This design comes from an exercise in tuning for small area, a short achievable clock period and few clock cycles on the open sky130 flow, not from production work. Only simulation tests tie the RTL to the original design; equivalence was not proved. Power figures rest on the tool's default switching activity, not on a simulated workload.

## rsa_modexp
module rsa_modexp
#(
  parameter  int W   = 32,
  localparam int OPW = 2 * W
) (
  input  logic           clk,
  input  logic           rst_n,
  input  logic           start,
  input  logic [OPW-1:0] n,
  input  logic [OPW-1:0] exp,
  input  logic [OPW-1:0] msg,
  output logic [OPW-1:0] result,
  output logic           busy,
  output logic           done,
  output logic           err
);
Settings: LEC_CHECK=0, CAP_MARGIN=20, CORE_MARGIN=2, CORE_UTILIZATION=45, SLEW_MARGIN=20; clock period 10.5 ns.
standard.sh (not shown) runs the stock make flow with config.mk's settings and CLKGATE_MAP_FILE= SYNTH_SCRIPT=/design/flow/synth_recipe.tcl, a recipe that flattens the netlist after the stock synthesis.
==> flow/flow/run.sh <==
#!/bin/bash
# Standard ORFS layout (the standard.sh: its synthesis, SDC and clock
# period unchanged) with a larger setup repair margin, so that repair_timing
# aims for a shorter achieved period. make's full output goes to flow_make.log;
# ORFS keeps each step's log under orfs/logs.
set -euo pipefail
bash standard.sh SETUP_SLACK_MARGIN=6 finish > flow_make.log 2>&1
Testbench counts at the start, summed over its fixed seeds: cycles 96,602.
Next try:
==> flow/run.sh (new file) <==
#!/bin/bash
# synth_recipe.tcl (not shown) runs the flow's synth.tcl, then flattens the netlist and writes it again
# the make line also repeats each setting of config.mk as NAME=value (left out here)
make -C /OpenROAD-flow-scripts/flow DESIGN_CONFIG=/design/flow/config.mk WORK_HOME=/design/flow/orfs CLKGATE_MAP_FILE= SYNTH_SCRIPT=/design/flow/synth_recipe.tcl finish
ABC_CLOCK_PERIOD_IN_PS = 2500   (was unset)
SETUP_SLACK_MARGIN = 5   (was unset)
removed: flow/flow/run.sh
removed: flow/standard.sh
=>
- setup slack is worse by 0.80 ns
- sequential share of layout area increases by 0.42 points
- global-route usage decreases by 1.1 points
- power decreases by 2.8%

---

Setup of build 31:
rsa_modexp, a different RTL version from the one above (not shown whole).
Size: ~4,300 cells after synthesis, roughly 470 flip-flops, about 260 I/O pins, about 42,000 sq um of cells after synthesis.
==> flow/design.v (excerpt) <==
module rsa_modexp
#(
  parameter  int W   = 32,
  localparam int OPW = 2 * W
) (
  input  logic           clk,
  input  logic           rst_n,
  input  logic           start,
  input  logic [OPW-1:0] n,
  input  logic [OPW-1:0] exp,
  input  logic [OPW-1:0] msg,
  output logic [OPW-1:0] result,
  output logic           busy,
  output logic           done,
  output logic           err
);
Settings: LEC_CHECK=0, CAP_MARGIN=20, CORE_MARGIN=2, CORE_UTILIZATION=65, SLEW_MARGIN=20; clock period 10.5 ns.
==> flow/flow/run.sh <==
#!/bin/bash
# Standard ORFS layout (the standard.sh: its synthesis, SDC and clock
# period unchanged) with a larger setup repair margin, so that repair_timing
# aims for a shorter achieved period, and with buf_2 cells as the port
# buffers (every input and output port still gets one). make's full output
# goes to flow_make.log; ORFS keeps each step's log under orfs/logs.
set -euo pipefail
bash standard.sh SETUP_SLACK_MARGIN=6.5 "BUFFER_PORTS_ARGS=-buffer_cell sky130_fd_sc_hd__buf_2" finish > flow_make.log 2>&1
Testbench counts of build 31, summed over its fixed seeds: cycles 96,602.
Relative to build 31, the following input files were edited for build 95:
- an added CTS_BUF_LIST of sky130_fd_sc_hd__clkbuf_8
-- flow/flow/run.sh --
<<< build 31, line 8
bash standard.sh SETUP_SLACK_MARGIN=6.5 "BUFFER_PORTS_ARGS=-buffer_cell sky130_fd_sc_hd__buf_2" finish > flow_make.log 2>&1
>>> build 95, line 8
bash standard.sh SETUP_SLACK_MARGIN=6.4 "BUFFER_PORTS_ARGS=-buffer_cell sky130_fd_sc_hd__buf_2" finish > flow_make.log 2>&1
Notes after the runs:
Build 95 against build 31: final HPWL from detailed placement essentially unchanged, count of clock-buffer cells in the layout increased 33%, multi-input combinational area share increased 0.26 points.
The number of diodes of build 95 falls short of that of build 31 by 2.
Row hold slack: build 95 lower / build 31 higher
Build 95 against build 31: maximum achievable frequency decreased about 0.5%; peak supply drop up 24 uV.
Diff build 31 -> build 95 | routed wire length | down slightly
Build 95 ends up with a internal power component that is 3.0% lower than in build 31.
#### Input delta (build 14 over build 95)
- clearing CTS_BUF_LIST, which used to be sky130_fd_sc_hd__clkbuf_8
==> flow/flow/run.sh <==
#!/bin/bash
# Standard ORFS layout (the standard.sh: its synthesis, SDC and clock
# period unchanged) with a larger setup repair margin, so that repair_timing
# aims for a shorter achieved period. make's full output goes to flow_make.log;
# ORFS keeps each step's log under orfs/logs.
set -euo pipefail
bash standard.sh SETUP_SLACK_MARGIN=6 finish > flow_make.log 2>&1
==> comparison <==
- Comparing global-route usage for build 14 and build 95, the bigger number came from build 95.
- In the tables for build 14 and build 95, sum of net half-perimeters after detailed placement reads higher with build 14.
- Hold slack up 0.015 ns in build 14 wrt build 95
- Diff build 95 -> build 14: via count lost 1,468, fraction of final layout cells sized beyond drive strength 1 lost 13 points, number of flip-flops and latches ~0 delta, finished layout cell area down 2.6%.
Modified inputs, build 55 compared to build 14
==> flow/flow/run.sh <==
#!/bin/bash
# Standard ORFS layout (the standard.sh: its synthesis, SDC and clock
# period unchanged) with a larger setup repair margin, so that repair_timing
# aims for a shorter achieved period, and with buf_2 cells as the port
# buffers (every input and output port still gets one). make's full output
# goes to flow_make.log; ORFS keeps each step's log under orfs/logs.
set -euo pipefail
bash standard.sh SETUP_SLACK_MARGIN=6.25 "BUFFER_PORTS_ARGS=-buffer_cell sky130_fd_sc_hd__buf_2" finish > flow_make.log 2>&1
Notes after the runs:
- For the antenna diode instance count, build 55 came in 3 higher than build 14 did.
- Per the comparison of build 55 with build 14, clock group total power grew by about 5%; logic depth of the worst setup path including buffers shows an increase of 6.
Edits applied to the flow inputs when going from build 55 to build 72:
-- flow/flow/run.sh --
<<< build 55, line 8
bash standard.sh SETUP_SLACK_MARGIN=6.25 "BUFFER_PORTS_ARGS=-buffer_cell sky130_fd_sc_hd__buf_2" finish > flow_make.log 2>&1
>>> build 72, line 8
bash standard.sh SETUP_SLACK_MARGIN=6.4 "BUFFER_PORTS_ARGS=-buffer_cell sky130_fd_sc_hd__buf_2" finish > flow_make.log 2>&1
==> comparison <==
- Build 72 ended up with sky130_fd_sc_hd__fa_1 as its worst-path cell with the longest stage delay; build 55 ended up with sky130_fd_sc_hd__or3_1.
- When build 72 is measured against build 55, its power dissipated by switching net loads turns out about 2.3% higher.
- Against build 55, build 72 reports a switching portion of total power that is higher.
- Compared with build 55, build 72 shows share of the core filled with cells in the final layout higher by 0.48 points.
- Critical path endpoint: r_s[10] -> build 72, r_s[56] -> build 55
- On total placed instance area, build 72 tracks build 55 almost exactly.

port drivers added, routing unchanged:
No port has a modelled driver above. Below, the same layouts with a new extraction and two added sets of constraints.
Step 1, drivers: a clkbuf_16 drives clk and a buf_2 each remaining input, both assumed.
Step 2 times the ports against the registers' clock, not the clock port: input delays grow and output delays shrink by t, the midpoint of the rising clock arrivals with the driver on.
Slacks: no drivers / after step 1 / after step 2; pairs: no drivers / after step 1.
| run | t, ns | setup WS [ns] | latest minus earliest clock arrival (ns) | slew at the worst register clock pin (ns) | worst slew at a driven data input, ns |
|---|---|---|---|---|---|
| the first run of note 1 | 0.750 | 6.035 / 6.035 / 6.035 | 0.037 / 0.038 | 0.07 / 0.07 | 0.07 |
| the second run of note 1 | 0.748 | 5.234 / 5.234 / 5.234 | 0.035 / 0.035 | 0.07 / 0.07 | 0.07 |
| build 31 | 0.715 | 6.244 / 6.244 / 6.244 | 0.022 / 0.022 | 0.07 / 0.07 | 0.07 |
| build 95 | 0.776 | 6.223 / 6.223 / 6.223 | 0.046 / 0.045 | 0.07 / 0.07 | 0.07 |
| build 14 | 0.701 | 5.949 / 5.949 / 5.949 | 0.027 / 0.028 | 0.07 / 0.07 | 0.08 |
| build 55 | 0.719 | 6.191 / 6.191 / 6.191 | 0.017 / 0.018 | 0.07 / 0.07 | 0.07 |
| build 72 | 0.706 | 6.270 / 6.270 / 6.270 | 0.029 / 0.029 | 0.07 / 0.07 | 0.07 |
After both steps setup and hold are still met in every run listed.
